Source: an optimization exercise on an open RTL-to-GDS flow (aim: small area). Production flows keep margins and buffers that such runs may drop.
At most, simulation tests tie the RTL to the original design; equivalence was not proved.
For runs 3, 4 and 7, only the layout was checked, not whether the RTL still works.
Power is estimated from default activity; no workload was simulated.

### flow/design.v
`timescale 1ns/1ps
package frameCamPkg;
	typedef logic [7:0] busByteT;  
	typedef logic [5:0] regAddrT;  
	typedef logic [12:0] adcWordT;  
	typedef logic [9:0] pixelT;  
	typedef logic [8:0] columnT;  
	typedef logic [8:0] lineT;  
	typedef logic [17:0] hitT;
	typedef logic [30:0] stampT;  
	typedef logic [3:0] phaseT;  
	typedef enum logic {
		frameIdle,  
		frameRun  
	} frameStateT;
endpackage
`timescale 1ns/1ps
module syncFifo #(
	parameter int Width = 8,
	parameter int Depth = 16
) (
	input logic bls0we,
	input logic resadd,
	input logic push,
	input logic pop,
	input logic [Width-1:0] pushData,
	output logic [Width-1:0] head,  
	output logic empty,
	output logic full
);
	localparam int AddrWidth = $clog2(Depth);
	logic [Width-1:0] mem [Depth];
	logic [AddrWidth:0] last;  
	logic doPush;
	logic doPop;
	assign empty = last[AddrWidth];
	assign full = (last == (AddrWidth+1)'(Depth - 1));
	assign doPush = push && !full;  
	assign doPop = pop && !empty;  
	always_ff @(posedge bls0we) begin
		if (doPush) begin
			mem[0] <= pushData;
			for (int i = 1; i < Depth; i++)
				mem[i] <= mem[i-1];
		end
	end
	always_ff @(posedge bls0we or posedge resadd) begin
		if (resadd)
			last <= '1;
		else if (doPush && !doPop)
			last <= last + 1'b1;
		else if (doPop && !doPush)
			last <= last - 1'b1;
	end
	assign head = mem[last[AddrWidth-1:0]];  
endmodule
`timescale 1ns/1ps
module busRegs (
	input logic bls0we,
	input logic resadd,
	input logic cs,  
	input logic wr,  
	input logic oe,  
	input frameCamPkg::regAddrT adresBus,
	input frameCamPkg::busByteT dataIn,
	input logic frameDone,  
	input frameCamPkg::stampT stampCaptured,
	input logic shotSeen,
	input frameCamPkg::stampT stampHead,
	input logic stampEmpty,
	input logic stampFull,
	input logic [7:0] hitHead,  
	input logic hitEmpty,
	input logic hitFull,
	output frameCamPkg::busByteT dataOut,
	output logic dataOe,
	output logic runReq,
	output logic goPulse,
	output logic timerClear,
	output frameCamPkg::pixelT threshold,
	output logic stampPop,
	output logic hitPop,
	output logic [3:0] stampWrite  
);
	logic writeEn;  
	logic ctrlWrite;  
	logic go;  
	logic mapped;  
	frameCamPkg::busByteT readByte;  
	logic [3:0] hitLine;  
	logic [5:0] hitColumn;  
	assign writeEn = wr && !cs;
	assign ctrlWrite = writeEn && (adresBus == 6'd0);
	always_ff @(posedge bls0we or posedge resadd) begin
		if (resadd) begin
			go <= 1'b0;
			timerClear <= 1'b0;
			goPulse <= 1'b0;
			stampPop <= 1'b0;
			hitPop <= 1'b0;
		end else begin
			goPulse <= ctrlWrite && dataIn[0];  
			stampPop <= ctrlWrite && dataIn[4];  
			hitPop <= writeEn && (adresBus == 6'd18) && dataIn[4];
			if (ctrlWrite)
				timerClear <= dataIn[6];  
			if (ctrlWrite && dataIn[0])
				go <= 1'b1;  
			else if (frameDone)
				go <= 1'b0;
		end
	end
	assign runReq = go;
	assign stampWrite[0] = writeEn && (adresBus == 6'd4);
	assign stampWrite[1] = writeEn && (adresBus == 6'd5);
	assign stampWrite[2] = writeEn && (adresBus == 6'd6);
	assign stampWrite[3] = writeEn && (adresBus == 6'd7);
	always_ff @(posedge bls0we or posedge resadd) begin
		if (resadd) begin
			threshold <= '0;
		end else if (writeEn) begin
			if (adresBus == 6'd8)
				threshold[7:0] <= dataIn;
			if (adresBus == 6'd9)
				threshold[9:8] <= dataIn[1:0];  
		end
	end
	assign hitLine = {!hitHead[2], hitHead[2:0]};
	assign hitColumn = {(hitHead[7:3] < 5'd11), hitHead[7:3]};
	always_comb begin
		readByte = '0;
		mapped = 1'b1;
		case (adresBus)
			6'd0: readByte = {4'b0000, stampEmpty, stampFull, shotSeen, go};
			6'd4: readByte = stampCaptured[7:0];
			6'd5: readByte = stampCaptured[15:8];
			6'd6: readByte = stampCaptured[23:16];
			6'd7: readByte = {1'b0, stampCaptured[30:24]};
			6'd8: readByte = threshold[7:0];
			6'd9: readByte = {6'b000000, threshold[9:8]};
			6'd10: readByte = stampHead[7:0];
			6'd11: readByte = stampHead[15:8];
			6'd12: readByte = stampHead[23:16];
			6'd13: readByte = {1'b0, stampHead[30:24]};
			6'd14: readByte = {4'b0000, hitLine};
			6'd15: readByte = 8'h00;  
			6'd16: readByte = {2'b00, hitColumn};
			6'd17: readByte = 8'h00;  
			6'd18: readByte = {4'b0000, hitEmpty, hitFull, 2'b00};
			default: mapped = 1'b0;
		endcase
	end
	assign dataOe = !cs && !oe && mapped;  
	assign dataOut = dataOe ? readByte : '0;
endmodule
`timescale 1ns/1ps
module frameTiming (
	input logic bls0we,
	input logic resadd,
	input logic runReq,  
	output logic frameDone,  
	output logic [3:0] phase,  
	output logic [5:0] column,  
	output logic [3:0] line,  
	output logic activePix,  
	output logic mclock,
	output logic mfsync,
	output logic mlsync,
	output logic adcClock
);
	logic running;
	logic tickEnd;  
	logic lineEnd;  
	assign tickEnd = (phase == 4'd9);
	assign lineEnd = (column == 6'd39);
	assign frameDone = running && tickEnd && lineEnd && (line == 4'd13);
	always_ff @(posedge bls0we or posedge resadd) begin
		if (resadd)
			running <= 1'b0;
		else if (running)
			running <= !frameDone;
		else
			running <= runReq;
	end
	always_ff @(posedge bls0we) begin
		if (!running || frameDone) begin
			phase <= '0;
			column <= '0;
			line <= '0;
		end else if (tickEnd) begin
			phase <= '0;
			if (lineEnd) begin
				column <= '0;
				line <= line + 4'd1;
			end else begin
				column <= column + 6'd1;
			end
		end else begin
			phase <= phase + 4'd1;
		end
	end
	assign mclock = !running || column[0];
	assign mfsync = !(running && (line == 4'd0) && (column < 6'd6));
	assign mlsync = !(running && (column == 6'd0));
	assign adcClock = running && (phase >= 4'd2) && (phase <= 4'd6);
	assign activePix = running && (column >= 6'd11) && (column <= 6'd34)
		&& (line >= 4'd4) && (line <= 4'd11);
endmodule
`timescale 1ns/1ps
module pixelCapture (
	input logic bls0we,
	input frameCamPkg::adcWordT adcData,
	input logic [3:0] phase,
	input logic [5:0] column,
	input logic [3:0] line,
	input logic activePix,
	input frameCamPkg::pixelT threshold,
	output logic hitPush,
	output logic [7:0] hitWord
);
	frameCamPkg::pixelT pixelReg;  
	always_ff @(posedge bls0we) begin
		if (phase == 4'd6)
			pixelReg <= adcData[11:2];
	end
	assign hitPush = activePix && (phase == 4'd9) && (pixelReg >= threshold);
	assign hitWord = {column[4:0], line[2:0]};
endmodule
`timescale 1ns/1ps
module shotTimer (
	input logic bls0we,
	input logic resadd,
	input logic foto,  
	input logic ready,
	input logic timerClear,  
	input logic goPulse,  
	input logic [3:0] stampWrite,  
	input frameCamPkg::busByteT stampByte,  
	output frameCamPkg::stampT stampCaptured,
	output logic shotSeen,
	output logic stampPush,
	output frameCamPkg::stampT stampWord
);
	logic [2:0] preCount;  
	frameCamPkg::stampT timestamp;
	logic fotoSync1;
	logic fotoSync2;
	logic fotoLast;  
	logic shotEdge;
	always_ff @(posedge bls0we or posedge resadd) begin
		if (resadd) begin
			preCount <= '0;
			timestamp <= '0;
		end else if (timerClear) begin
			preCount <= '0;
			timestamp <= '0;
		end else begin
			preCount <= preCount + 3'd1;
			if (stampWrite != 4'b0000) begin
				if (stampWrite[0])
					timestamp[7:0] <= stampByte;
				if (stampWrite[1])
					timestamp[15:8] <= stampByte;
				if (stampWrite[2])
					timestamp[23:16] <= stampByte;
				if (stampWrite[3])
					timestamp[30:24] <= stampByte[6:0];
			end else if (preCount == 3'd7) begin
				if (timestamp == 31'd863999999)
					timestamp <= '0;
				else
					timestamp <= timestamp + 31'd1;
			end
		end
	end
	always_ff @(posedge bls0we or posedge resadd) begin
		if (resadd) begin
			fotoSync1 <= 1'b0;
			fotoSync2 <= 1'b0;
			fotoLast <= 1'b0;
		end else begin
			fotoSync1 <= foto;
			fotoSync2 <= fotoSync1;
			fotoLast <= fotoSync2;
		end
	end
	assign shotEdge = fotoSync2 && !fotoLast && ready;  
	assign stampPush = shotEdge;
	assign stampWord = timestamp;
	always_ff @(posedge bls0we or posedge resadd) begin
		if (resadd) begin
			shotSeen <= 1'b0;
			stampCaptured <= '0;
		end else if (goPulse) begin
			shotSeen <= 1'b0;  
		end else if (shotEdge && !shotSeen) begin
			shotSeen <= 1'b1;
			stampCaptured <= timestamp;
		end
	end
endmodule
`timescale 1ns/1ps
module frameCam (
	input logic bls0we,
	input logic resadd,
	input logic cs,
	input logic wr,
	input logic oe,
	input frameCamPkg::regAddrT adresBus,
	input frameCamPkg::busByteT dataIn,
	input frameCamPkg::adcWordT adcData,
	input logic foto,
	input logic ready,
	output frameCamPkg::busByteT dataOut,
	output logic dataOe,
	output logic mclock,
	output logic mfsync,
	output logic mlsync,
	output logic adcClock
);
	logic runReq, frameDone, goPulse, timerClear;  
	frameCamPkg::pixelT threshold;
	logic [3:0] phase;
	logic [5:0] column;
	logic [3:0] line;
	logic activePix;
	logic hitPush, hitPop, hitEmpty, hitFull;  
	logic [7:0] hitWord, hitHead;
	logic stampPush, stampPop, stampEmpty, stampFull;  
	frameCamPkg::stampT stampWord, stampHead, stampCaptured;
	logic shotSeen;
	logic [3:0] stampWrite;  
	busRegs busRegsInst (.bls0we, .resadd, .cs, .wr, .oe, .adresBus, .dataIn, .frameDone,
		.stampCaptured, .shotSeen, .stampHead, .stampEmpty, .stampFull, .hitHead,
		.hitEmpty, .hitFull, .dataOut, .dataOe, .runReq, .goPulse, .timerClear,
		.threshold, .stampPop, .hitPop, .stampWrite);
	frameTiming timingInst (.bls0we, .resadd, .runReq, .frameDone, .phase, .column,
		.line, .activePix, .mclock, .mfsync, .mlsync, .adcClock);
	pixelCapture captureInst (.bls0we, .adcData, .phase, .column, .line,
		.activePix, .threshold, .hitPush, .hitWord);
	shotTimer timerInst (.bls0we, .resadd, .foto, .ready, .timerClear, .goPulse,
		.stampWrite, .stampByte(dataIn),
		.stampCaptured, .shotSeen, .stampPush, .stampWord);
	syncFifo #(.Width(8), .Depth(16)) hitFifo (.bls0we, .resadd,
		.push(hitPush), .pop(hitPop), .pushData(hitWord), .head(hitHead),
		.empty(hitEmpty), .full(hitFull));
	syncFifo #(.Width(31), .Depth(8)) stampFifo (.bls0we, .resadd,
		.push(stampPush), .pop(stampPop), .pushData(stampWord), .head(stampHead),
		.empty(stampEmpty), .full(stampFull));
endmodule
### flow/run.sh
#!/bin/bash
# synth_recipe.tcl (not shown) runs the flow's synth.tcl, then flattens the netlist and writes it again
# the make line also repeats each setting of config.mk as NAME=value (left out here)
make -C /OpenROAD-flow-scripts/flow DESIGN_CONFIG=/design/flow/config.mk WORK_HOME=/design/flow/orfs CLKGATE_MAP_FILE= SYNTH_SCRIPT=/design/flow/synth_recipe.tcl finish
### flow/config.mk
export PLATFORM = sky130hd
export DESIGN_NAME = frameCam
export DESIGN_NICKNAME = frameCam
export VERILOG_FILES = /design/flow/design.v
export SDC_FILE = /design/flow/constraint.sdc
export NUM_CORES = 4
export LEC_CHECK = 0
export ABC_AREA = 1
export CAP_MARGIN = 20
export CORE_MARGIN = 2
export CORE_UTILIZATION = 60
export CTS_BUF_LIST = sky130_fd_sc_hd__clkbuf_8
export CTS_CLUSTER_DIAMETER = 60
export CTS_CLUSTER_SIZE = 20
export SLEW_MARGIN = 20
### flow/constraint.sdc
create_clock -name core_clock -period 10.0 [get_ports {bls0we}]
set_input_delay 2.0000 -clock core_clock [delete_from_list [all_inputs] [get_ports {bls0we}]]
set_output_delay 2.0000 -clock core_clock [all_outputs]
set_load 0.01 [all_outputs]
==> flow_summary.ini, run 1 <==
[sta]
finalMaxSlewViolations = 0
min_period_over_period_pct = 70.9
max-slew-margin-rel_pct = 29.1
whs_ps = 356
setup_violations = 0
tightest_slew_ps = 1060
min_period_ps = 7090
tns_ps = 0
hold_viol_final = 0
rsz0062_at_grt = false
clock_skew_ps = 59.4
max_clock_freq_ghz = 0.141

[cts]
clkSinkCount = 494
cts_max_level = 2
clock_latency_ps = 650
cts_setup_buffers = 0
clkTransAtPathRegs_ps = 90
cts-buffers-inserted = 37
cts_tree = yes
root_buffer = clkbuf_8
cts_resized = 0
holdBufCountCts = 0
clock_path_buffers = 3

[critical_path]
cpMostUsedCell = nor2_1
worstPathArrival_ps = 5090
critPathBufInv = 3
cp_cell_sequence = clkdlybuf4s50_1, nor2_4, nand2_2, nor2_1, inv_1, nor2_1, o21ai_0, nand2_1, nor2_1, nand2_1, nor2_1, nor2_1, clkdlybuf4s50_1
crit_path_max_incr_delay_ps = 590
startpoint_type = primary input
worstSetupEndpointType = primary output
cp_data_required_time_ps = 8000
path_class = primary input to primary output
cpMaxStageDelayCell = clkdlybuf4s50_1
critPathTopFamily = simple AND/OR/NAND/NOR gates
cp_max_fo = 6

[floorplanning]
dieHeight_um = 192
initial_core_util_pct = 60.3
num_io_pins = 47
die_x_um = 192
dieArea_um2 = 37000
core_area_um2 = 35300
rows = 69

[global_route]
overflow = 0
grt_max_degree = 86
grt_pass1_wl_um = 81000
antenna_found_initial = 0
grt.total_usage_pct = 29.1
grt_pass1_vias = 14100

[route]
wl_met2_um = 23800
wl_per_cell_um = 20.3
wl_met3_um = 3710
vias_per_cell = 5.82
drtPass1Iterations = 5
dr.first_iter.drc_count = 1652
maxUsedRoutingLayer = met4
vias = 15100
finalWirelength_um = 52500
wl_met1_um = 23500
ant_nets = 0
drcViolationCount = 0

[pwr]
leakage_nw = 9.31
power_mw = 4.29
irDropWorstVdd_mv = 0.157
p_per_area_nw_per_um2 = 185

[synth]
yosysSeqAreaShare_pct = 66.8
synth_area_leaders = edfxtp_1 (54%), nand2_1 (11%), dfrtp_1 (10%), nor2_1 (4.1%), o21ai_0 (2.9%)
async_flop_share_pct = 19.0
yosysMostFrequentCell = nand2_1
synth-seq-cells = 494
synth_warnings = 8
synth_edf_count = 386
netlist_area_um2 = 21300
yosys-top-cells-count = nand2_1 (626), edfxtp_1 (386), nor2_1 (234)
synth_top_area_share_pct = 54.4
synthCells = 2051
syn_area_per_cell_um2 = 10.4
syn_nets = 2117
yosysUniqueCellTypes = 51
ys.flop_type = edfxtp_1
yosys.area.top_type = edfxtp_1

[finish]
area_growth_pct = 8.77
fin_nets = 2169
drive_above_1_share_pct = 5.11
fillers = 2824
finish.utilization_pct = 65.6
post-route-cell-area_um2 = 23200
antenna_cells = 0

[flow_run]
max_cap_violations = 0

[worst_hold_path]
min_path_type = flip-flop to flip-flop

[placement]
dp_hpwl_um = 35600
place.gp.congestion = 0.945
place_area_um2 = 22300
portBuffers = 43

[status]
status = timing/DRC/antenna clean
==> where the power goes <==
part / leakage [nW] / switching, mW / internal (mW) / total, mW
sequential: 5.20 / 0.0489 / 2.27 / 2.32
clock: 0.485 / 0.697 / 0.600 / 1.30
combinational: 3.62 / 0.481 / 0.192 / 0.673
total: 9.31 / 1.23 / 3.07 / 4.29
==> cells in the final DEF, fill, tap and decap left out, types with 3 or more instances in the layout <==
cell	n
inv_4	3
dfrtp_1	85
nor3_1	22
inv_1	168
nor2_4	3
bufinv_16	8
a22oi_1	6
o21ai_0	123
edfxtp_1	386
xnor2_1	4
inv_8	3
nor2_1	234
nand3b_1	6
nand3_1	113
xor2_1	11
or2_2	3
nand4_1	63
inv_2	4
a21oi_1	42
dfstp_2	9
dfxtp_1	14
a211oi_1	7
ha_1	30
nor4_1	7
o21ai_1	5
o211ai_1	7
clkdlybuf4s50_1	43
nand2_2	3
clkbuf_8	40
clkinvlp_4	3
o2111ai_1	3
nand2_1	626
buf_4	16
==> cells by family (layout without fill, tap and decap cells) <==
| kind of cell | count (synthesis) | in the layout | share of synthesized area (%) |
|---|---|---|---|
| compound gates | 209 | 209 | 5.47 |
| xor+xnor | 15 | 15 | 0.617 |
| fa+ha+maj | 32 | 32 | 1.95 |
| buf+inv | 216 | 296 | 4.03 |
| flops | 494 | 494 | 66.8 |
| mux | 1 | 1 | 0.0529 |
| simple gates | 1084 | 1084 | 21.1 |
==> final timing paths <==
path,depth (start not counted),endpoint,slack (ps),startpoint
setup / recovery,13,dataOut[3],2910,adresBus[5]
hold / removal,0,timerInst.fotoSync2,360,timerInst.fotoSync1
setup reg to reg,16,hitFifo.last[4],6330,hitFifo.last[0]
hold reg to reg,0,timerInst.fotoSync2,360,timerInst.fotoSync1
max in group asynchronous,3,busRegsInst.threshold[0],7090,resadd
min in group asynchronous,2,timerInst.stampCaptured[4],1760,resadd
==> stage by stage <==
stage               instances  setup slack, ps
global placement         2525             2810
finish                   2592             2910
floorplan                2051              261
detailed placement       2525             2780
global route             2592             2670
CTS                      2592             2780
==> flip-flops by register name, summed over array words and instances (netlist names), 5 cells and up <==
| signal | count |
|---|---|
| busRegsInst.threshold | 10 |
| captureInst.pixelReg | 10 |
| hitFifo.last | 5 |
| hitFifo.mem | 128 |
| stampFifo.mem | 248 |
| timerInst.stampCaptured | 31 |
| timerInst.timestamp | 31 |
| timingInst.column | 6 |
==> worst register-to-register path: cells and delay by family, from the launching register on <==
family,cells,cell delay (ps)
buf+inv,3,910
fa+ha+maj,2,740
xor+xnor,1,160
compound gates,3,520
flops,1,430
simple gates,7,860
==> per-layer routing <==
metal	vias up	global-route usage, %
li1	7058	-
met1	7374	44.0
met2	574	44.6
met3	82	3.24
met4	0	9.28
met5	-	0
==> cell type report <==
class / instances / area, um^2 / share of cell area (%)
well taps: 461 / 577 / 2.49
multi-input cells: 1341 / 6230 / 26.9
flip-flops and latches: 494 / 14200 / 61.4
clock buffers: 40 / 551 / 2.38
clock inverters: 27 / 373 / 1.61
repair buffers: 59 / 551 / 2.38
inverters: 170 / 656 / 2.83
==> run 2, diff against run 1 <==
==> flow/config.mk (replaced) <==
export PLATFORM = sky130hd
export DESIGN_NAME = frameCam
export DESIGN_NICKNAME = frameCam
export VERILOG_FILES = /design/flow/design.v
export SDC_FILE = /design/flow/constraint.sdc
export NUM_CORES = 4
export LEC_CHECK = 0
export CAP_MARGIN = 20
export CORE_MARGIN = 2
export CORE_UTILIZATION = 40
export SLEW_MARGIN = 20
==> flow_summary.ini, run 2 <==
[status]
status = timing/DRC/antenna clean

[synth]
async_flop_share_pct = 19.0
syn_area_per_cell_um2 = 13.9
synth_warnings = 8
synth-seq-cells = 494
yosysUniqueCellTypes = 88
ys.flop_type = edfxtp_1
yosysMostFrequentCell = edfxtp_1
syn_nets = 1606
synthCells = 1540
yosys.area.top_type = edfxtp_1
netlist_area_um2 = 21300
synth_area_leaders = edfxtp_1 (54%), dfrtp_1 (10%), mux2_2 (2.9%), mux4_2 (2.2%), mux2i_1 (2.2%)
yosysSeqAreaShare_pct = 66.7
yosys-top-cells-count = edfxtp_1 (386), nand2_1 (95), nor2_1 (93)
synth_edf_count = 386
synth_top_area_share_pct = 54.3

[route]
wl_per_cell_um = 22.0
vias = 13400
vias_per_cell = 5.82
drtPass1Iterations = 5
dr.first_iter.drc_count = 1423
ant_nets = 0
finalWirelength_um = 50700
drcViolationCount = 0

[sta]
setup_violations = 0
whs_ps = 357
min_period_ps = 7820
max-slew-margin-rel_pct = 28.2
clock_skew_ps = 23.6
finalMaxSlewViolations = 0
max_clock_freq_ghz = 0.128
hold_viol_final = 0
min_period_over_period_pct = 78.2
rsz0062_at_grt = false
tns_ps = 0
tightest_slew_ps = 1080

[finish]
top_regs = stampFifo.mem (248), hitFifo.mem (128)
fin_nets = 1640
final_common_cell = edfxtp_1
fillers = 4622
largest-register = stampFifo.mem
area_growth_pct = 13.3
antenna_cells = 0
finish.utilization_pct = 45.9
drive_above_1_share_pct = 13.1
instances_no_fill = 2303
layout_common_cells = edfxtp_1 (386), nand2_1 (95), nor2_1 (92), a21oi_1 (88), dfrtp_1 (85)
largest_register_ffs = 248

[global_route]
grt_pass1_wl_um = 78400
grt_pass1_vias = 13100
grt.total_usage_pct = 18.1
grt_max_degree = 194
antenna_found_initial = 1
overflow = 0

[cts]
cts_max_level = 2
cts_tree = yes
clkTransAtPathRegs_ps = 60
clock_path_buffers = 3
root_buffer = clkbuf_16
holdBufCountCts = 0
cts-buffers-inserted = 51
cts_resized = 0
cts_setup_buffers = 0
clkSinkCount = 494
clock_latency_ps = 600

[critical_path]
worstPathArrival_ps = 5820
path_class = primary input to primary output
startpoint_type = primary input
cp_max_fo = 20
rrSetupSlack_ps = 5800
r2r_cells = 14
cp_data_required_time_ps = 8000
reg2reg_to = hitFifo.last[4]
timing.rr.start = hitFifo.last[3]
worstSetupEndpointType = primary output

[floorplanning]
dieHeight_um = 235
num_io_pins = 47
rows = 84
dieArea_um2 = 55200
die_x_um = 235
core_area_um2 = 52700
initial_core_util_pct = 40.5

[flow_run]
max_cap_violations = 0

[placement]
place.gp.congestion = 0.913
dp.cells = 2209
dp_hpwl_um = 32900
portBuffers = 43

[pwr]
irDropWorstVdd_mv = 0.162
p_per_area_nw_per_um2 = 229
leakage_nw = 8.69

[worst_hold_path]
hp-start = timerInst.fotoSync1
hold_path_depth = 0
min_path_type = flip-flop to flip-flop
hold-path-endpoint = timerInst.fotoSync2
==> run 2: cell types whose count changed in the layout (fill, tap and decap cells not counted), sizes merged, moves of 48 or more <==
| cell | previous run | this run |
|---|---|---|
| inv | 180 | 43 |
| nor2 | 239 | 95 |
| nand4 | 63 | 11 |
| nand2 | 630 | 99 |
| a21oi | 42 | 90 |
| mux2 | 1 | 61 |
| nand3 | 113 | 49 |
==> run 2: worst max-delay path: stages <==
cell,delay (ps)
clkdlybuf4s50_1,910
maj3_1,590
a21oi_1,200
nand4_1,660
a41oi_1,730
a21o_1,170
clkdlybuf4s50_1,540
==> run 2: cell families (layout without fill, tap and decap cells) <==
group	Yosys count	count (layout)	share of synthesized area, %
adder cells (fa/ha/maj)	33	33	1.99
AND/OR/NAND/NOR	362	362	8.47
XOR/XNOR	22	22	0.903
buffers and inverters	124	199	2.56
flip-flops	494	494	66.7
multiplexers	129	129	7.64
AO/OA/AOI/OAI	376	376	11.7
==> run 2: metal layers <==
layer | wire (um) | track usage [%] | vias to the layer above
met5 | 12 | 0 | -
met4 | 1650 | 6.67 | 2
met3 | 3450 | 3.61 | 103
met2 | 22000 | 26.4 | 498
met1 | 23600 | 26.7 | 6765
li1 | - | - | 6028
==> run 2: final cells by class <==
type	count	area, um^2	area share [%]
flip-flops and latches	494	14200	58.9
multi-input cells	922	6590	27.2
clock buffers	74	1470	6.07
well taps	688	861	3.56
repair buffers	62	586	2.42
clock inverters	20	284	1.17
inverters	43	164	0.678
==> run 2: per-stage QoR <==
step	worst slack [ps]	total power, mW	cell area [um^2]
6_report	2180	5.55	24200
5_1_grt	2110	5.80	24200
4_1_cts	2190	5.61	24200
3_5_place_dp	2190	3.60	22400
3_3_place_gp	2160	3.58	22400
2_1_floorplan	2470	3.24	21400
==> run 2: where the power goes <==
group / leakage [nW] / total [mW] / switching, mW / internal [mW]
sequential: 5.11 / 2.57 / 0.209 / 2.36
combinational: 2.74 / 0.992 / 0.601 / 0.391
clock: 0.849 / 1.99 / 0.789 / 1.20
==> run 2: worst max-delay path by stage <==
stage	start	end	slack (ps)	cells after the start
6_report	adresBus[1]	dataOut[5]	2180	7
5_1_grt	adresBus[1]	dataOut[5]	2110	7
4_1_cts	adresBus[1]	dataOut[5]	2190	7
3_5_place_dp	adresBus[1]	dataOut[5]	2190	7
3_3_place_gp	adresBus[1]	dataOut[5]	2160	7
2_1_floorplan	ready	stampFifo.last[3]	2470	10
==> run 3, diff against run 2 <==
--- a/flow/design.v
+++ b/flow/design.v
@@ -28,13 +28,13 @@
 	output logic empty,
 	output logic full
 );
-	localparam int AddrWidth = $clog2(Depth);
 	logic [Width-1:0] mem [Depth];
-	logic [AddrWidth:0] last;  
+	logic [Depth-1:0] fill;  
+	logic [Depth-1:0] sel;  
 	logic doPush;
 	logic doPop;
-	assign empty = last[AddrWidth];
-	assign full = (last == (AddrWidth+1)'(Depth - 1));
+	assign empty = !fill[0];
+	assign full = fill[Depth-1];
 	assign doPush = push && !full;  
 	assign doPop = pop && !empty;  
 	always_ff @(posedge bls0we) begin
@@ -46,13 +46,18 @@
 	end
 	always_ff @(posedge bls0we or posedge resadd) begin
 		if (resadd)
-			last <= '1;
+			fill <= '0;
 		else if (doPush && !doPop)
-			last <= last + 1'b1;
+			fill <= {fill[Depth-2:0], 1'b1};
 		else if (doPop && !doPush)
-			last <= last - 1'b1;
+			fill <= {1'b0, fill[Depth-1:1]};
+	end
+	always_comb begin
+		sel = fill & ~{1'b0, fill[Depth-1:1]};
+		head = '0;
+		for (int i = 0; i < Depth; i++)
+			head = head | ({Width{sel[i]}} & mem[i]);
 	end
-	assign head = mem[last[AddrWidth-1:0]];  
 endmodule
 `timescale 1ns/1ps
 module busRegs (
@@ -65,6 +70,7 @@
 	input frameCamPkg::busByteT dataIn,
 	input logic frameDone,  
 	input frameCamPkg::stampT stampCaptured,
+	input logic capValid,  
 	input logic shotSeen,
 	input frameCamPkg::stampT stampHead,
 	input logic stampEmpty,
@@ -132,10 +138,10 @@
 		mapped = 1'b1;
 		case (adresBus)
 			6'd0: readByte = {4'b0000, stampEmpty, stampFull, shotSeen, go};
-			6'd4: readByte = stampCaptured[7:0];
-			6'd5: readByte = stampCaptured[15:8];
-			6'd6: readByte = stampCaptured[23:16];
-			6'd7: readByte = {1'b0, stampCaptured[30:24]};
+			6'd4: readByte = capValid ? stampCaptured[7:0] : 8'h00;
+			6'd5: readByte = capValid ? stampCaptured[15:8] : 8'h00;
+			6'd6: readByte = capValid ? stampCaptured[23:16] : 8'h00;
+			6'd7: readByte = capValid ? {1'b0, stampCaptured[30:24]} : 8'h00;
 			6'd8: readByte = threshold[7:0];
 			6'd9: readByte = {6'b000000, threshold[9:8]};
 			6'd10: readByte = stampHead[7:0];
@@ -236,7 +242,8 @@
 	input logic goPulse,  
 	input logic [3:0] stampWrite,  
 	input frameCamPkg::busByteT stampByte,  
-	output frameCamPkg::stampT stampCaptured,
+	output frameCamPkg::stampT stampCaptured,  
+	output logic capValid,
 	output logic shotSeen,
 	output logic stampPush,
 	output frameCamPkg::stampT stampWord
@@ -290,14 +297,18 @@
 	always_ff @(posedge bls0we or posedge resadd) begin
 		if (resadd) begin
 			shotSeen <= 1'b0;
-			stampCaptured <= '0;
+			capValid <= 1'b0;
 		end else if (goPulse) begin
 			shotSeen <= 1'b0;  
 		end else if (shotEdge && !shotSeen) begin
 			shotSeen <= 1'b1;
-			stampCaptured <= timestamp;
+			capValid <= 1'b1;
 		end
 	end
+	always_ff @(posedge bls0we) begin
+		if (!goPulse && shotEdge && !shotSeen)
+			stampCaptured <= timestamp;
+	end
 endmodule
 `timescale 1ns/1ps
 module frameCam (
@@ -328,10 +339,10 @@
 	logic [7:0] hitWord, hitHead;
 	logic stampPush, stampPop, stampEmpty, stampFull;  
 	frameCamPkg::stampT stampWord, stampHead, stampCaptured;
-	logic shotSeen;
+	logic shotSeen, capValid;
 	logic [3:0] stampWrite;  
 	busRegs busRegsInst (.bls0we, .resadd, .cs, .wr, .oe, .adresBus, .dataIn, .frameDone,
-		.stampCaptured, .shotSeen, .stampHead, .stampEmpty, .stampFull, .hitHead,
+		.stampCaptured, .capValid, .shotSeen, .stampHead, .stampEmpty, .stampFull, .hitHead,
 		.hitEmpty, .hitFull, .dataOut, .dataOe, .runReq, .goPulse, .timerClear,
 		.threshold, .stampPop, .hitPop, .stampWrite);
 	frameTiming timingInst (.bls0we, .resadd, .runReq, .frameDone, .phase, .column,
@@ -340,7 +351,7 @@
 		.activePix, .threshold, .hitPush, .hitWord);
 	shotTimer timerInst (.bls0we, .resadd, .foto, .ready, .timerClear, .goPulse,
 		.stampWrite, .stampByte(dataIn),
-		.stampCaptured, .shotSeen, .stampPush, .stampWord);
+		.stampCaptured, .capValid, .shotSeen, .stampPush, .stampWord);
 	syncFifo #(.Width(8), .Depth(16)) hitFifo (.bls0we, .resadd,
 		.push(hitPush), .pop(hitPop), .pushData(hitWord), .head(hitHead),
 		.empty(hitEmpty), .full(hitFull));
--- a/flow/config.mk
+++ b/flow/config.mk
@@ -7,5 +7,8 @@
 export LEC_CHECK = 0
 export CAP_MARGIN = 20
 export CORE_MARGIN = 2
-export CORE_UTILIZATION = 40
+export CORE_UTILIZATION = 70
+export CTS_BUF_LIST = sky130_fd_sc_hd__clkbuf_8
+export CTS_CLUSTER_DIAMETER = 60
+export CTS_CLUSTER_SIZE = 16
 export SLEW_MARGIN = 20
==> flow_summary.ini, run 3 <==
[cts]
cts-buffers-inserted = 38
clock_path_buffers = 3
root_buffer = clkbuf_8
clkSinkCount = 510
cts_tree = yes
cts_max_level = 2
clkTransAtPathRegs_ps = 80
cts_resized = 0
clock_latency_ps = 590
cts_setup_buffers = 0
holdBufCountCts = 0

[placement]
dpl_worst_slack_ps = 2490
portBuffers = 43
place.gp.congestion = 0.952
dp_hpwl_um = 29700

[pwr]
power_frac_clock_pct = 27.9
p_seq_share_pct = 66.5
p_comb_share_pct = 5.6
irDropWorstVdd_mv = 0.133
p_per_area_nw_per_um2 = 170
leakage_nw = 7.55
intPower_mw = 2.86
swShare_pct = 23.6
switching_power_uw = 882

[finish]
fillers = 1681
fin_nets = 1494
final_common_cell = edfxtp_1
drive_above_1_share_pct = 7.06
layout_common_cells = edfxtp_1 (417), a22oi_1 (116), nand2_1 (98), dfrtp_1 (79), nor2_1 (68)
largest-register = stampFifo.mem
top_regs = stampFifo.mem (248), hitFifo.mem (128)
largest_register_ffs = 248
area_growth_pct = 7.22
antenna_cells = 0

[worst_hold_path]
hold_path_depth = 0
hp-start = timerInst.fotoSync1
min_path_type = flip-flop to flip-flop
hold-path-endpoint = timerInst.fotoSync2

[sta]
hold_viol_final = 0
setup_violations = 0
min_period_ps = 7600
rsz0062_at_grt = false
tightest_slew_ps = 1120
min_period_over_period_pct = 76.0
worst_slack_ps = 2400
clock_skew_ps = 35.7
max-slew-margin-rel_pct = 24.9
whs_ps = 357
finalMaxSlewViolations = 0
tns_ps = 0
max_clock_freq_ghz = 0.132

[route]
finalWirelength_um = 46900
wl_per_cell_um = 25.5
ant_nets = 0
drcViolationCount = 0
vias = 13000
drtPass1Iterations = 8
dr.first_iter.drc_count = 1871
vias_per_cell = 7.06

[synth]
yosysMostFrequentCell = edfxtp_1
yosysUniqueCellTypes = 66
syn_nets = 1466
synth-seq-cells = 510
synth_edf_count = 417
netlist_area_um2 = 20500
ys.flop_type = edfxtp_1
syn_area_per_cell_um2 = 14.6
yosysSeqAreaShare_pct = 72.0
synth_top_area_share_pct = 61.0
async_flop_share_pct = 15.5
synth_warnings = 8
yosys-top-cells-count = edfxtp_1 (417), a22oi_1 (116), nand2_1 (98)
synth_area_leaders = edfxtp_1 (61%), dfrtp_1 (9.6%), a22oi_1 (4.2%), a221oi_1 (2.0%), a22o_1 (2.0%)
synthCells = 1408
yosys.area.top_type = edfxtp_1

[critical_path]
worstSetupEndpointType = primary output
worstPathArrival_ps = 5600
startpoint_type = primary input
timing.rr.start = timingInst.phase[0]
path_class = primary input to primary output
cp_data_required_time_ps = 8000
rrSetupSlack_ps = 6310
cp_max_fo = 9
r2r_cells = 9
reg2reg_to = hitFifo.fill[3]

[global_route]
overflow = 0
grt_pass1_vias = 12500
grt_pass1_wl_um = 72000
grt_max_degree = 187
grt.total_usage_pct = 31.1
antenna_found_initial = 0

[floorplanning]
initial_core_util_pct = 71.3
rows = 62
die_x_um = 175
num_io_pins = 47
dieHeight_um = 175
core_area_um2 = 28800
dieArea_um2 = 30700

[flow_run]
max_cap_violations = 0

[status]
status = timing/DRC/antenna clean
==> run 3: changes by cell type after synthesis, sizes merged, moves of 29 or more <==
cell    change
mux2       -52
a21oi      -54
a22o       +31
buf        -30
edfxtp     +31
a22oi      +90
a221oi     +29
==> run 3: worst max-delay path, cell delays in order <==
cell	delay [ps]
clkdlybuf4s50_1	550
or4b_1	720
nor2_1	900
a22oi_1	250
nand2_1	120
a21oi_1	80
a31oi_1	360
clkdlybuf4s50_1	620
==> run 3: power by group through the flow <==
stage	Combinational, mW	Clock [mW]	Sequential [mW]
2_1_floorplan	0.155	0	2.48
3_3_place_gp	0.201	0	2.52
3_5_place_dp	0.208	0	2.53
4_1_cts	0.209	1.06	2.48
5_1_grt	0.235	1.14	2.49
6_report	0.211	1.04	2.49
==> run 3: kinds of logic (layout without fill, tap and decap cells) <==
group	Yosys count	in the layout	share of synthesized area, %
AO/OA/AOI/OAI	416	416	14.9
multiplexers	30	30	1.52
AND/OR/NAND/NOR	315	315	7.56
XOR/XNOR	9	9	0.384
flip-flops	510	510	72.0
buffers and inverters	103	153	2.13
adder cells (fa/ha/maj)	25	25	1.51
==> run 3: per-layer routing <==
metal	GRT usage [%]	vias to the layer above	share of wire [%]
met3	5.41	102	11
met1	48.4	6436	41
met2	45.5	828	45
li1	-	5630	-
met4	10.1	0	2.8
met5	0	-	0
==> run 3: area by class of cell <==
cell class	count	area (um^2)	share of cell area (%)
timing repair buffer	61	582	2.64
inverter	30	114	0.517
clock inverter	22	124	0.563
tap	384	480	2.18
multi-input combinational	795	5380	24.5
clock buffer	40	551	2.50
sequential	510	14800	67.1
==> run 3: metrics by stage <==
step | total power, mW | instance area (um^2) | cells | util, %
floorplan | 2.63 | 20600 | 1408 | -
global placement | 2.72 | 21300 | 1780 | 74.1
detailed placement | 2.74 | 21300 | 1780 | 74.1
CTS | 3.75 | 22000 | 1842 | 76.5
global route | 3.87 | 22000 | 1842 | 76.5
finish | 3.74 | 22000 | 1842 | 76.5
==> run 3: worst max path at each step <==
stage	start	slack, ps	end	cells past startpoint
3_3_place_gp	adresBus[3]	2510	dataOut[3]	8
6_report	adresBus[3]	2400	dataOut[3]	8
3_5_place_dp	adresBus[3]	2490	dataOut[3]	8
2_1_floorplan	ready	30	stampFifo.fill[1]	6
5_1_grt	adresBus[3]	2270	dataOut[3]	8
4_1_cts	adresBus[3]	2460	dataOut[3]	8
==> run 4, diff against run 3 <==
--- a/flow/config.mk
+++ b/flow/config.mk
@@ -8,7 +8,7 @@
 export CAP_MARGIN = 20
 export CORE_MARGIN = 2
 export CORE_UTILIZATION = 70
-export CTS_BUF_LIST = sky130_fd_sc_hd__clkbuf_8
-export CTS_CLUSTER_DIAMETER = 60
-export CTS_CLUSTER_SIZE = 16
+export CTS_BUF_LIST = sky130_fd_sc_hd__clkbuf_4
+export CTS_CLUSTER_DIAMETER = 40
+export CTS_CLUSTER_SIZE = 8
 export SLEW_MARGIN = 20
==> flow_summary.ini, run 4 <==
[finish]
drive_above_1_share_pct = 11.5
post-route-cell-area_um2 = 22300
layout_common_cells = edfxtp_1 (417), a22oi_1 (116), clkbuf_4 (105), nand2_1 (98), dfrtp_1 (79)
area_growth_pct = 8.67
final_common_cell = edfxtp_1
finish.utilization_pct = 77.5
top_regs = stampFifo.mem (248), hitFifo.mem (128)
largest-register = stampFifo.mem
fin_nets = 1531
instances_no_fill = 1895
largest_register_ffs = 248

[synth]
syn_area_per_cell_um2 = 14.6
yosysSeqAreaShare_pct = 72.0
ys.flop_type = edfxtp_1
synth-seq-cells = 510
yosys-top-cells-count = edfxtp_1 (417), a22oi_1 (116), nand2_1 (98)
syn_nets = 1466
synth_edf_count = 417
yosysUniqueCellTypes = 66
netlist_area_um2 = 20500
synth_top_area_share_pct = 61.0
yosysMostFrequentCell = edfxtp_1
async_flop_share_pct = 15.5
yosys.area.top_type = edfxtp_1
synth_area_leaders = edfxtp_1 (61%), dfrtp_1 (9.6%), a22oi_1 (4.2%), a221oi_1 (2.0%), a22o_1 (2.0%)
synthCells = 1408
synth_warnings = 8

[global_route]
use_met2_pct = 45.4
grt.total_usage_pct = 31.7
antenna_found_initial = 2
busiest_layer = met1
grt_max_degree = 187
grtUsageMet3_pct = 6.80
grt_pass1_wl_um = 73000
grt_use_met1_pct = 47.8
grt_pass1_vias = 13000
overflow = 0

[critical_path]
rrSetupSlack_ps = 6280
timing.rr.start = timingInst.phase[0]
cpMostUsedCell = clkdlybuf4s50_1
reg2reg_to = hitFifo.fill[3]
cp_data_required_time_ps = 8000
cpMaxStageDelayCell = nor2_1
crit_path_max_incr_delay_ps = 910
r2r_cells = 9
cp_max_fo = 9
startpoint_type = primary input
worstPathArrival_ps = 5690
worstSetupEndpointType = primary output
cp_cell_sequence = clkdlybuf4s50_1, or4b_1, nor2_1, a22oi_1, nand2_1, a21oi_1, a31oi_1, clkdlybuf4s50_1
path_class = primary input to primary output
critPathLaunch = adresBus[3]

[sta]
setup_violations = 0
max-slew-margin-rel_pct = 24.6
min_period_ps = 7690
hold_viol_final = 0
rsz0062_at_grt = false
tns_ps = 0
worst_slack_ps = 2310
finalMaxSlewViolations = 0
max_clock_freq_ghz = 0.130
tightest_slew_ps = 1130
min_period_over_period_pct = 76.9
clock_skew_ps = 50.8
whs_ps = 351

[cts]
cts_resized = 0
clkSinkCount = 510
clkTransAtPathRegs_ps = 90
cts-buffers-inserted = 75
clock_path_buffers = 3
clock_latency_ps = 750
cts_setup_buffers = 0
holdBufCountCts = 0
root_buffer = clkbuf_4
cts_max_level = 3
cts_tree = yes

[worst_hold_path]
hp-start = timerInst.fotoSync1
min_path_type = flip-flop to flip-flop
hold-path-endpoint = timerInst.fotoSync2
hold_path_depth = 0

[pwr]
p_per_area_nw_per_um2 = 180
power_mw = 4.01
leakage_nw = 7.70
irDropWorstVdd_mv = 0.104

[route]
vias_per_cell = 7.02
wl_per_cell_um = 25.2
drcViolationCount = 0
finalWirelength_um = 47700
dr.first_iter.drc_count = 1899
drtPass1Iterations = 8
ant_nets = 0
vias = 13300

[placement]
dpl_worst_slack_ps = 2490
place.gp.congestion = 0.952
place_area_um2 = 21300
portBuffers = 43
dp.cells = 1780
dp_hpwl_um = 29700

[floorplanning]
initial_core_util_pct = 71.3
dieArea_um2 = 30700
dieHeight_um = 175
rows = 62
core_area_um2 = 28800
die_x_um = 175
num_io_pins = 47

[status]
status = timing/DRC/antenna clean

[flow_run]
max_cap_violations = 0
-- run 4: cell families (layout without fill, tap and decap cells) --
kind of cell / Yosys count / count (layout) / share of synthesized area [%]
simple gates: 315 / 315 / 7.56
mux: 30 / 30 / 1.52
other cells: 0 / 1 / 0
compound gates: 416 / 416 / 14.9
flops: 510 / 510 / 72.0
fa+ha+maj: 25 / 25 / 1.51
xor+xnor: 9 / 9 / 0.384
buf+inv: 103 / 205 / 2.13
-- run 4: power breakdown --
group	internal, mW	switching [mW]
Sequential	2.38	0.111
Combinational	0.0830	0.127
Clock	0.609	0.707
Total	3.07	0.946
-- run 4: worst max path at each step --
stage,to
after floorplan,stampFifo.fill[1]
after global placement,dataOut[3]
after detailed placement,dataOut[3]
after CTS,dataOut[3]
after global routing,dataOut[0]
final,dataOut[3]
-- run 4: worst max-delay path: cells and delay by family --
kind / cells / cell delay, ps
buffers and inverters: 2 / 1190
AND/OR/NAND/NOR: 3 / 1750
AO/OA/AOI/OAI: 3 / 750
-- run 4: per-layer routing --
| metal | part of all wire (%) | wire length [um] |
|---|---|---|
| met2 | 44 | 21000 |
| met5 | 0 | 0 |
| met3 | 12 | 5490 |
| met1 | 41 | 19500 |
| met4 | 3.7 | 1780 |
-- run 4: final cells by class --
class,count,area (um^2)
timing repair buffer,61,582
clock buffer,105,788
tap,384,480
fill,1694,6470
antenna,1,2.50
sequential,510,14800
inverter,30,114
multi-input combinational,795,5380
clock inverter,9,181
==> run 5, diff against run 4 <==
--- a/flow/design.v
+++ b/flow/design.v
@@ -254,6 +254,16 @@
 	logic fotoSync2;
 	logic fotoLast;  
 	logic shotEdge;
+	logic tick;  
+	logic [31:0] carry;  
+	logic wrap;  
+	assign tick = (preCount == 3'd7) && (stampWrite == 4'b0000);
+	always_comb begin
+		carry[0] = tick;
+		for (int i = 0; i < 31; i++)
+			carry[i+1] = carry[i] && timestamp[i];
+	end
+	assign wrap = carry[11] && (timestamp[30:11] == 20'(31'd863999999 >> 11));
 	always_ff @(posedge bls0we or posedge resadd) begin
 		if (resadd) begin
 			preCount <= '0;
@@ -263,20 +273,11 @@
 			timestamp <= '0;
 		end else begin
 			preCount <= preCount + 3'd1;
-			if (stampWrite != 4'b0000) begin
-				if (stampWrite[0])
-					timestamp[7:0] <= stampByte;
-				if (stampWrite[1])
-					timestamp[15:8] <= stampByte;
-				if (stampWrite[2])
-					timestamp[23:16] <= stampByte;
-				if (stampWrite[3])
-					timestamp[30:24] <= stampByte[6:0];
-			end else if (preCount == 3'd7) begin
-				if (timestamp == 31'd863999999)
-					timestamp <= '0;
+			for (int i = 0; i < 31; i++) begin
+				if (stampWrite[i / 8])
+					timestamp[i] <= stampByte[i % 8];  
 				else
-					timestamp <= timestamp + 31'd1;
+					timestamp[i] <= !wrap && (timestamp[i] ^ carry[i]);
 			end
 		end
 	end
--- a/flow/config.mk
+++ b/flow/config.mk
@@ -8,7 +8,7 @@
 export CAP_MARGIN = 20
 export CORE_MARGIN = 2
 export CORE_UTILIZATION = 70
-export CTS_BUF_LIST = sky130_fd_sc_hd__clkbuf_4
-export CTS_CLUSTER_DIAMETER = 40
-export CTS_CLUSTER_SIZE = 8
+export CTS_BUF_LIST = sky130_fd_sc_hd__clkbuf_16
+export CTS_CLUSTER_DIAMETER = 80
+export CTS_CLUSTER_SIZE = 30
 export SLEW_MARGIN = 20
==> flow_summary.ini, run 5 <==
[status]
status = timing/DRC/antenna clean

[pwr]
p_per_area_nw_per_um2 = 171
leakage_nw = 7.37
irDropWorstVdd_mv = 0.196
power_mw = 3.69

[flow_run]
max_cap_violations = 0

[placement]
dpl_worst_slack_ps = 774
portBuffers = 43
dp_hpwl_um = 27100
place.gp.congestion = 0.868
place_area_um2 = 20900

[critical_path]
cpMaxStageDelayCell = clkdlybuf4s50_1
cpMostUsedCell = ha_1
startpoint_type = primary input
worstPathArrival_ps = 9130
crit_path_max_incr_delay_ps = 510
cp_data_required_time_ps = 10490
worstSetupEndpointType = flip-flop
path_class = primary input to flip-flop
cp_max_fo = 8

[finish]
area_growth_pct = 7.60
antenna_cells = 0
fin_nets = 1400
layout_common_cells = edfxtp_1 (417), a22oi_1 (126), nand2_1 (94), dfrtp_1 (78), ha_1 (53)
drive_above_1_share_pct = 6.51
register_area_um2 = 14800
largest-register = stampFifo.mem
post-route-cell-area_um2 = 21600
fillers = 1766
largest_register_ffs = 248
top_regs = stampFifo.mem (248), hitFifo.mem (128)
multiInputGateArea_um2 = 4980
final_common_cell = edfxtp_1

[sta]
max_clock_freq_ghz = 0.116
finalMaxSlewViolations = 0
rsz0062_at_grt = false
worst_slack_ps = 1350
setup_violations = 0
min_period_ps = 8650
max-slew-margin-rel_pct = 27.1
tightest_slew_ps = 1090
tns_ps = 0
hold_viol_final = 0
min_period_over_period_pct = 86.5
clock_skew_ps = 29.0

[floorplanning]
dieArea_um2 = 30100
core_area_um2 = 28500
die_x_um = 173
initial_core_util_pct = 70.5
rows = 62
dieHeight_um = 173
num_io_pins = 47

[route]
wl_per_cell_um = 25.5
ant_nets = 0
vias = 11800
drcViolationCount = 0
finalWirelength_um = 43500
drtPass1Iterations = 6
vias_per_cell = 6.90
dr.first_iter.drc_count = 1624

[global_route]
antenna_found_initial = 0
grt_pass1_wl_um = 66800
grt_pass1_vias = 11400
grt_max_degree = 225
grt.total_usage_pct = 29.1
overflow = 0

[worst_hold_path]
min_path_type = flip-flop to flip-flop

[cts]
root_buffer = clkbuf_16
holdBufCountCts = 0
cts_resized = 0
cts_setup_buffers = 0
cts_tree = yes
clkTransAtPathRegs_ps = 110
cts_max_level = 1
clock_path_buffers = 3
clock_latency_ps = 570
clkSinkCount = 510
cts-buffers-inserted = 22

[synth]
yosys-top-cells-count = edfxtp_1 (417), a22oi_1 (126), nand2_1 (94)
async_flop_share_pct = 15.5
synth_area_leaders = edfxtp_1 (62%), dfrtp_1 (9.8%), a22oi_1 (4.7%), ha_1 (3.3%), a221oi_1 (1.8%)
netlist_area_um2 = 20100
syn_area_per_cell_um2 = 15.5
synth_top_area_share_pct = 62.4
synth_edf_count = 417
synth-seq-cells = 510
syn_nets = 1384
yosysMostFrequentCell = edfxtp_1
synthCells = 1297
yosysUniqueCellTypes = 60
synth_warnings = 8
yosys.area.top_type = edfxtp_1
yosysSeqAreaShare_pct = 73.6
ys.flop_type = edfxtp_1
run 5: layout make-up:
class,count,area share (%)
Sequential cell,510,68.4
Timing Repair Buffer,60,2.84
Clock inverter,10,0.400
Clock buffer,23,2.66
Multi-Input combinational cell,696,23.1
Tap cell,384,2.22
Inverter,23,0.405
run 5: final timing paths:
path	endpoint	slack [ps]	cells past startpoint	from
max	timerInst.timestamp[30]	1350	37	adresBus[4]
min	timerInst.fotoLast	360	0	timerInst.fotoSync2
max reg2reg	timerInst.timestamp[30]	3120	36	timerInst.preCount[0]
min reg2reg	timerInst.fotoLast	360	0	timerInst.fotoSync2
max in group asynchronous	busRegsInst.timerClear	7500	3	resadd
min in group asynchronous	timerInst.fotoSync1	1940	3	resadd
run 5: cells by family after synthesis:
logic type                 synth area share (%)
AOI/OAI and AO/OA                          12.5
xor gates and xnor gates                  0.480
adders and majority gates                  3.35
buffers and inverters                      1.84
DFF                                        73.6
muxes                                      1.66
and+or+nand+nor                            6.53
run 5: routing by layer:
layer  vias up  track usage, %  part of all wire, %
met5         -               0                    0
met4         0            5.97                  1.9
met3        53            3.95                  9.7
met2       625            42.9                   44
met1      5928            47.7                   44
li1       5171               -                    -
run 5: critical path: cells and delay by family:
kind / cells / cell delay (ps)
buffers and inverters: 1 / 510
AO/OA/AOI/OAI: 2 / 470
AND/OR/NAND/NOR: 3 / 530
XOR/XNOR: 1 / 130
adder cells (fa/ha/maj): 30 / 5500
run 5: stage by stage:
stage / cells / hold WS [ps] / util, %
global route: 1706 / 365 / 75.9
finish: 1706 / 361 / 75.9
global placement: 1671 / 334 / 73.3
CTS: 1704 / 364 / 75.7
detailed placement: 1671 / 346 / 73.3
floorplan: 1297 / 331 / -
run 5: power by group:
part	internal, mW	switching, mW
logic	0.0903	0.108
registers	2.36	0.0669
clock network	0.433	0.635
total	2.88	0.810
==> run 6, diff against run 5 <==
--- a/flow/config.mk
+++ b/flow/config.mk
@@ -8,7 +8,7 @@
 export CAP_MARGIN = 20
 export CORE_MARGIN = 2
 export CORE_UTILIZATION = 70
-export CTS_BUF_LIST = sky130_fd_sc_hd__clkbuf_16
-export CTS_CLUSTER_DIAMETER = 80
-export CTS_CLUSTER_SIZE = 30
+export CTS_BUF_LIST = sky130_fd_sc_hd__clkbuf_8
+export CTS_CLUSTER_DIAMETER = 60
+export CTS_CLUSTER_SIZE = 16
 export SLEW_MARGIN = 20
==> flow_summary.ini, run 6 <==
[floorplanning]
initial_core_util_pct = 70.5
rows = 62
core_area_um2 = 28500
die_x_um = 173
dieArea_um2 = 30100
dieHeight_um = 173
num_io_pins = 47

[route]
vias_per_cell = 6.85
wl_per_cell_um = 25.1
wl_met3_um = 4730
finalWirelength_um = 43400
vias = 11800
drcViolationCount = 0
drtPass1Iterations = 5
ant_nets = 0
wl_met1_um = 19000
dr.first_iter.drc_count = 1647
maxUsedRoutingLayer = met4
wl_met2_um = 18800

[synth]
yosysMostFrequentCell = edfxtp_1
yosys-top-cells-count = edfxtp_1 (417), a22oi_1 (126), nand2_1 (94)
synth_warnings = 8
yosysSeqAreaShare_pct = 73.6
ys.flop_type = edfxtp_1
syn_nets = 1384
synth_edf_count = 417
synthCells = 1297
yosys.area.top_type = edfxtp_1
yosysUniqueCellTypes = 60
synth_area_leaders = edfxtp_1 (62%), dfrtp_1 (9.8%), a22oi_1 (4.7%), ha_1 (3.3%), a221oi_1 (1.8%)
synth-seq-cells = 510
synth_top_area_share_pct = 62.4
netlist_area_um2 = 20100
async_flop_share_pct = 15.5
syn_area_per_cell_um2 = 15.5

[pwr]
switching_power_uw = 804
irDropWorstVdd_mv = 0.173
p_seq_share_pct = 67.1
power_frac_clock_pct = 27.5
swShare_pct = 22.2
leakage_nw = 7.38
power_mw = 3.62
intPower_mw = 2.81
p_per_area_nw_per_um2 = 168
p_comb_share_pct = 5.4

[global_route]
grt_pass1_wl_um = 66800
grt.total_usage_pct = 29.3
antenna_found_initial = 1
grt_max_degree = 225
grt_pass1_vias = 11400
overflow = 0

[sta]
min_period_ps = 8640
min_period_over_period_pct = 86.4
tightest_slew_ps = 1130
rsz0062_at_grt = false
finalMaxSlewViolations = 0
max_clock_freq_ghz = 0.116
hold_viol_final = 0
setup_violations = 0
max-slew-margin-rel_pct = 24.5
clock_skew_ps = 24.3
tns_ps = 0

[critical_path]
cp_data_required_time_ps = 10500
rrSetupSlack_ps = 3110
timing.rr.start = timerInst.preCount[0]
critPathBufInv = 1
cpMaxStageDelayCell = clkdlybuf4s50_1
worstPathArrival_ps = 9140
path_class = primary input to flip-flop
cp_max_fo = 8
r2r_cells = 36
startpoint_type = primary input
critPathTopFamily = adder cells
worstSetupEndpointType = flip-flop
reg2reg_to = timerInst.timestamp[30]
cpMostUsedCell = ha_1
crit_path_max_incr_delay_ps = 510

[worst_hold_path]
hold-path-endpoint = timerInst.fotoLast
min_path_type = flip-flop to flip-flop
hp-start = timerInst.fotoSync2
hold_path_depth = 0

[cts]
clkTransAtPathRegs_ps = 110
clock_path_buffers = 3
cts_max_level = 2
cts-buffers-inserted = 38
clock_latency_ps = 580
cts_setup_buffers = 0
clkSinkCount = 510
root_buffer = clkbuf_8
holdBufCountCts = 0
cts_tree = yes
cts_resized = 0

[finish]
layout_common_cells = edfxtp_1 (417), a22oi_1 (126), nand2_1 (94), dfrtp_1 (78), ha_1 (53)
top_regs = stampFifo.mem (248), hitFifo.mem (128)
final_common_cell = edfxtp_1
antenna_cells = 0
fin_nets = 1416
area_growth_pct = 7.30
largest-register = stampFifo.mem
drive_above_1_share_pct = 7.37
largest_register_ffs = 248

[status]
status = timing/DRC/antenna clean

[placement]
place.gp.congestion = 0.868
portBuffers = 43
dp_hpwl_um = 27100

[flow_run]
max_cap_violations = 0
run 6: cell type report:
type / count / area (um^2)
Sequential cell: 510 / 14800
Fill cell: 1788 / 6930
Timing Repair Buffer: 60 / 607
Multi-Input combinational cell: 696 / 4980
Clock buffer: 39 / 537
Inverter: 23 / 87.6
Clock inverter: 16 / 71.3
Tap cell: 384 / 480
run 6: metal layers:
metal  global-route usage, %  vias up
li1                        -     5199
met1                    47.1     5908
met2                    42.1      666
met3                    5.90       63
met4                    7.24        0
met5                       0        -
run 6: cell families (layout without fill, tap and decap cells):
| kind of cell | after synthesis | count (layout) | share of synthesized area, % |
|---|---|---|---|
| buffers and inverters | 91 | 138 | 1.84 |
| adders and majority gates | 54 | 54 | 3.35 |
| and+or+nand+nor | 256 | 256 | 6.53 |
| DFF | 510 | 510 | 73.6 |
| muxes | 32 | 32 | 1.66 |
| xor gates and xnor gates | 11 | 11 | 0.480 |
| AOI/OAI and AO/OA | 343 | 343 | 12.5 |
run 6: how the worst max path moves through the flow:
| stage | start | slack (ps) | end | cells after the start |
|---|---|---|---|---|
| floorplan | ready | 50 | stampFifo.fill[1] | 6 |
| global placement | adresBus[5] | 920 | timerInst.timestamp[30] | 37 |
| detailed placement | adresBus[4] | 770 | timerInst.timestamp[30] | 37 |
| CTS | adresBus[4] | 1360 | timerInst.timestamp[30] | 37 |
| global route | adresBus[5] | 1000 | timerInst.timestamp[30] | 37 |
| finish | adresBus[4] | 1360 | timerInst.timestamp[30] | 37 |
run 6: power by group through the flow:
stage	combinational (mW)	clock, mW	sequential [mW]
4_1_cts	0.198	1.01	2.43
5_1_grt	0.224	1.08	2.43
2_1_floorplan	0.143	0	2.44
3_5_place_dp	0.197	0	2.47
3_3_place_gp	0.193	0	2.47
6_report	0.196	0.994	2.43
run 6: stage by stage:
stage	hold WS (ps)	instance area [um^2]	worst slack, ps	util (%)	cells
floorplan	331	20100	48.6	-	1297
global placement	334	20900	923	73.3	1671
detailed placement	346	20900	774	73.3	1671
CTS	371	21500	1360	75.5	1726
global route	373	21500	997	75.7	1728
finish	365	21500	1360	75.7	1728
run 6: worst register-to-register path: cells and delay by family, from the launching register on:
family | cells | cell delay (ps)
simple gates | 1 | 90
flops | 1 | 400
xor+xnor | 1 | 130
compound gates | 2 | 290
fa+ha+maj | 32 | 5950
==> run 7, diff against run 6 <==
--- a/flow/design.v
+++ b/flow/design.v
@@ -17,7 +17,8 @@
 `timescale 1ns/1ps
 module syncFifo #(
 	parameter int Width = 8,
-	parameter int Depth = 16
+	parameter int Depth = 16,
+	parameter bit Johnson = 1'b1
 ) (
 	input logic bls0we,
 	input logic resadd,
@@ -29,12 +30,11 @@
 	output logic full
 );
 	logic [Width-1:0] mem [Depth];
-	logic [Depth-1:0] fill;  
-	logic [Depth-1:0] sel;  
+	logic [Depth:0] is;  
 	logic doPush;
 	logic doPop;
-	assign empty = !fill[0];
-	assign full = fill[Depth-1];
+	assign empty = is[0];
+	assign full = is[Depth];
 	assign doPush = push && !full;  
 	assign doPop = pop && !empty;  
 	always_ff @(posedge bls0we) begin
@@ -44,19 +44,48 @@
 				mem[i] <= mem[i-1];
 		end
 	end
-	always_ff @(posedge bls0we or posedge resadd) begin
-		if (resadd)
-			fill <= '0;
-		else if (doPush && !doPop)
-			fill <= {fill[Depth-2:0], 1'b1};
-		else if (doPop && !doPush)
-			fill <= {1'b0, fill[Depth-1:1]};
-	end
+	generate
+		if (Johnson) begin : gJohnson
+			localparam int K = Depth / 2 + 1;  
+			logic [K-1:0] level;  
+			always_comb begin
+				is[0] = !level[0] && !level[K-1];
+				for (int c = 1; c < K; c++)
+					is[c] = level[c-1] && !level[c];
+				is[K] = level[K-1] && level[0];
+				for (int c = K + 1; c <= Depth; c++)
+					is[c] = !level[c-K-1] && level[c-K];
+			end
+			always_ff @(posedge bls0we or posedge resadd) begin
+				if (resadd)
+					level <= '0;
+				else if (doPush && !doPop)
+					level <= {level[K-2:0], !level[K-1]};  
+				else if (doPop && !doPush)
+					level <= {!level[0], level[K-1:1]};  
+			end
+		end else begin : gThermo
+			logic [Depth-1:0] fill;  
+			always_comb begin
+				is[0] = !fill[0];
+				for (int c = 1; c < Depth; c++)
+					is[c] = fill[c-1] && !fill[c];
+				is[Depth] = fill[Depth-1];
+			end
+			always_ff @(posedge bls0we or posedge resadd) begin
+				if (resadd)
+					fill <= '0;
+				else if (doPush && !doPop)
+					fill <= {fill[Depth-2:0], 1'b1};
+				else if (doPop && !doPush)
+					fill <= {1'b0, fill[Depth-1:1]};
+			end
+		end
+	endgenerate
 	always_comb begin
-		sel = fill & ~{1'b0, fill[Depth-1:1]};
 		head = '0;
 		for (int i = 0; i < Depth; i++)
-			head = head | ({Width{sel[i]}} & mem[i]);
+			head = head | ({Width{is[i+1]}} & mem[i]);
 	end
 endmodule
 `timescale 1ns/1ps
@@ -356,7 +385,7 @@
 	syncFifo #(.Width(8), .Depth(16)) hitFifo (.bls0we, .resadd,
 		.push(hitPush), .pop(hitPop), .pushData(hitWord), .head(hitHead),
 		.empty(hitEmpty), .full(hitFull));
-	syncFifo #(.Width(31), .Depth(8)) stampFifo (.bls0we, .resadd,
+	syncFifo #(.Width(31), .Depth(8), .Johnson(1'b0)) stampFifo (.bls0we, .resadd,
 		.push(stampPush), .pop(stampPop), .pushData(stampWord), .head(stampHead),
 		.empty(stampEmpty), .full(stampFull));
 endmodule
--- a/flow/config.mk
+++ b/flow/config.mk
@@ -5,10 +5,10 @@
 export SDC_FILE = /design/flow/constraint.sdc
 export NUM_CORES = 4
 export LEC_CHECK = 0
-export CAP_MARGIN = 20
+export CAP_MARGIN = 0
 export CORE_MARGIN = 2
 export CORE_UTILIZATION = 70
 export CTS_BUF_LIST = sky130_fd_sc_hd__clkbuf_8
 export CTS_CLUSTER_DIAMETER = 60
 export CTS_CLUSTER_SIZE = 16
-export SLEW_MARGIN = 20
+export SLEW_MARGIN = 0
==> flow_summary.ini, run 7 <==
[status]
status = timing/DRC/antenna clean

[finish]
fin_nets = 1417
final_common_cell = edfxtp_1
finish.utilization_pct = 76.4
area_growth_pct = 7.05
largest_register_ffs = 248
antenna_cells = 0
top_regs = stampFifo.mem (248), hitFifo.mem (128)
largest-register = stampFifo.mem
drive_above_1_share_pct = 7.36
instances_no_fill = 1724
layout_common_cells = edfxtp_1 (417), a22oi_1 (135), nand2_1 (88), dfrtp_1 (72), ha_1 (53)

[synth]
synth_edf_count = 417
yosys.area.top_type = edfxtp_1
yosysUniqueCellTypes = 69
netlist_area_um2 = 19900
async_flop_share_pct = 14.3
syn_nets = 1387
synth_top_area_share_pct = 62.8
yosys-top-cells-count = edfxtp_1 (417), a22oi_1 (135), nand2_1 (88)
yosysSeqAreaShare_pct = 73.3
synth_warnings = 8
ys.flop_type = edfxtp_1
syn_area_per_cell_um2 = 15.3
yosysMostFrequentCell = edfxtp_1
synth-seq-cells = 503
synthCells = 1300
synth_area_leaders = edfxtp_1 (63%), dfrtp_1 (9.0%), a22oi_1 (5.1%), ha_1 (3.3%), nand2_1 (1.7%)

[critical_path]
startpoint_type = primary input
r2r_cells = 36
critPathBufInv = 1
cpMostUsedCell = ha_1
timing.rr.start = timerInst.preCount[0]
worstPathArrival_ps = 9540
rrSetupSlack_ps = 2830
cp_data_required_time_ps = 10460
cpMaxStageDelayCell = clkdlybuf4s50_1
path_class = primary input to flip-flop
cp_max_fo = 10
reg2reg_to = timerInst.timestamp[30]
worstSetupEndpointType = flip-flop
critPathTopFamily = adder cells
crit_path_max_incr_delay_ps = 650

[placement]
dp.cells = 1668
place.gp.congestion = 0.881
dpl_worst_slack_ps = 424
dp_hpwl_um = 26700
portBuffers = 43

[flow_run]
max_cap_violations = 0

[sta]
hold_viol_final = 0
max-slew-margin-rel_pct = 23.4
tns_ps = 0
setup_violations = 0
worst_slack_ps = 925
max_clock_freq_ghz = 0.110
min_period_ps = 9070
min_period_over_period_pct = 90.7
tightest_slew_ps = 1120
finalMaxSlewViolations = 0
rsz0062_at_grt = false
clock_skew_ps = 34.2

[pwr]
intPower_mw = 2.80
power_frac_clock_pct = 28.0
leakage_nw = 7.34
p_seq_share_pct = 66.5
irDropWorstVdd_mv = 0.138
p_per_area_nw_per_um2 = 169
p_comb_share_pct = 5.4
switching_power_uw = 801
swShare_pct = 22.2

[cts]
cts_setup_buffers = 0
root_buffer = clkbuf_8
clkTransAtPathRegs_ps = 100
clock_path_buffers = 3
cts_resized = 0
clkSinkCount = 503
cts_tree = yes
cts-buffers-inserted = 38
clock_latency_ps = 560
holdBufCountCts = 0
cts_max_level = 2

[global_route]
grt_max_degree = 207
antenna_found_initial = 0
grt_pass1_vias = 11400
grt.total_usage_pct = 28.6
overflow = 0
grt_pass1_wl_um = 65300

[route]
ant_nets = 0
finalWirelength_um = 42500
vias = 11800
drtPass1Iterations = 6
drcViolationCount = 0
vias_per_cell = 6.82
dr.first_iter.drc_count = 1462
wl_per_cell_um = 24.7

[floorplanning]
dieHeight_um = 173
initial_core_util_pct = 71.3
num_io_pins = 47
core_area_um2 = 27900
rows = 61
die_x_um = 173
dieArea_um2 = 29800

[worst_hold_path]
hold-path-endpoint = timerInst.fotoSync2
hp-start = timerInst.fotoSync1
min_path_type = flip-flop to flip-flop
hold_path_depth = 0
==> run 7: cell count changes in the layout (fill, tap and decap cells not counted), sizes merged, moves of 6 or more <==
| cell | previous run | this run |
|---|---|---|
| a221oi | 42 | 33 |
| a22o | 41 | 26 |
| a22oi | 126 | 136 |
| a31oi | 21 | 27 |
| a32oi | 0 | 6 |
| a41oi | 17 | 9 |
| dfrtp | 79 | 72 |
| inv | 34 | 41 |
| nand2 | 94 | 88 |
| nor2 | 28 | 35 |
| o22ai | 0 | 10 |
==> run 7: worst max-delay path by stage <==
stage | from | endpoint | slack [ps] | depth (start not counted)
CTS | adresBus[2] | timerInst.timestamp[30] | 1000 | 36
detailed placement | adresBus[2] | timerInst.timestamp[30] | 420 | 36
global placement | adresBus[2] | timerInst.timestamp[30] | 580 | 36
floorplan | ready | stampFifo.gThermo.fill[1] | 50 | 6
finish | adresBus[2] | timerInst.timestamp[30] | 930 | 36
global route | adresBus[2] | timerInst.timestamp[30] | 490 | 36
==> run 7: per-layer routing <==
metal  share of wire (%)  vias to the layer above  routed length (um)  GRT usage [%]
met5                   0                        -                   0              0
met4                 2.4                        0                1040           8.02
met3                  11                       63                4650           6.42
met2                  43                      653               18300           40.0
met1                  43                     5835               18500           45.9
li1                    -                     5199                   -              -
==> run 7: cell type report <==
class                           instances  area (um^2)
Sequential cell                       503        14600
Clock buffer                           41          564
Inverter                               28          105
Multi-Input combinational cell        700         4950
Fill cell                            1772         6600
Tap cell                              378          473
Timing Repair Buffer                   59          563
Clock inverter                         15         75.1
==> run 7: cells by family after synthesis <==
group	share of synthesized area (%)
flip-flops	73.3
buffers and inverters	2.09
XOR/XNOR	0.483
multiplexers	1.43
AO/OA/AOI/OAI	13.0
AND/OR/NAND/NOR	6.37
adder cells (fa/ha/maj)	3.38
==> run 7: per-stage QoR <==
step	hold slack, ps	power [mW]	area (um^2)
floorplan	331	2.55	19900
global placement	334	2.63	20700
detailed placement	346	2.64	20700
CTS	369	3.62	21300
global route	375	3.73	21300
finish	364	3.60	21300
==> run 7: power groups by stage <==
stage          Combinational (mW)  Clock, mW  Sequential (mW)
2_1_floorplan               0.142          0             2.41
3_5_place_dp                0.197          0             2.44
6_report                    0.196       1.01             2.40
3_3_place_gp                0.190          0             2.44
4_1_cts                     0.198       1.02             2.40
5_1_grt                     0.222       1.10             2.41
==> run 7: worst reg2reg max path, delay by kind of cell (launching register included) <==
kind / cells / cell delay (ps)
AO/OA/AOI/OAI: 2 / 330
adder cells (fa/ha/maj): 32 / 6150
AND/OR/NAND/NOR: 1 / 90
XOR/XNOR: 1 / 130
flip-flops: 1 / 400

separate check: timing with driven ports:
No port has a modelled driver above. Below, the same layouts with a new extraction and two added sets of constraints. Step 1 sets driving cells, clkbuf_16 on the clock port and buf_2 on the other inputs (assumed; they add their load-dependent delay and slew). Step 2 moves the port delays by t, midway between the first and last clock arrival at a register: inputs arrive t later, outputs are due t later. That takes back most of the time a late clock gives input paths. Three values: ideal ports, drivers, drivers and shift; two values: the first two.
run | t (ns) | slack for setup (ns) | hold WS [ns] | worst register clock-pin slew, ns | cell pins on the clock port's net
run 1 | 0.672 | 2.906 / 2.884 / 2.884 | 0.356 / 0.356 / 0.356 | 0.12 / 0.12 | 1
run 2 | 0.636 | 2.176 / 2.152 / 2.152 | 0.357 / 0.357 / 0.357 | 0.07 / 0.07 | 1
run 3 | 0.617 | 2.396 / 2.369 / 2.369 | 0.357 / 0.357 / 0.357 | 0.10 / 0.10 | 1
run 4 | 0.774 | 2.306 / 2.278 / 2.278 | 0.351 / 0.351 / 0.351 | 0.11 / 0.11 | 1
run 5 | 0.603 | 1.355 / 1.379 / 0.777 | 0.361 / 0.361 / 0.361 | 0.12 / 0.12 | 1
run 6 | 0.615 | 1.361 / 1.383 / 0.767 | 0.365 / 0.365 / 0.365 | 0.11 / 0.11 | 1
run 7 | 0.597 | 0.925 / 0.952 / 0.355 | 0.364 / 0.364 / 0.364 | 0.11 / 0.11 | 1
After both steps every run listed still meets setup and hold. For run 6, which loses most, drivers alone change the setup slack by +0.022 ns; drivers and shift together by -0.594 ns.
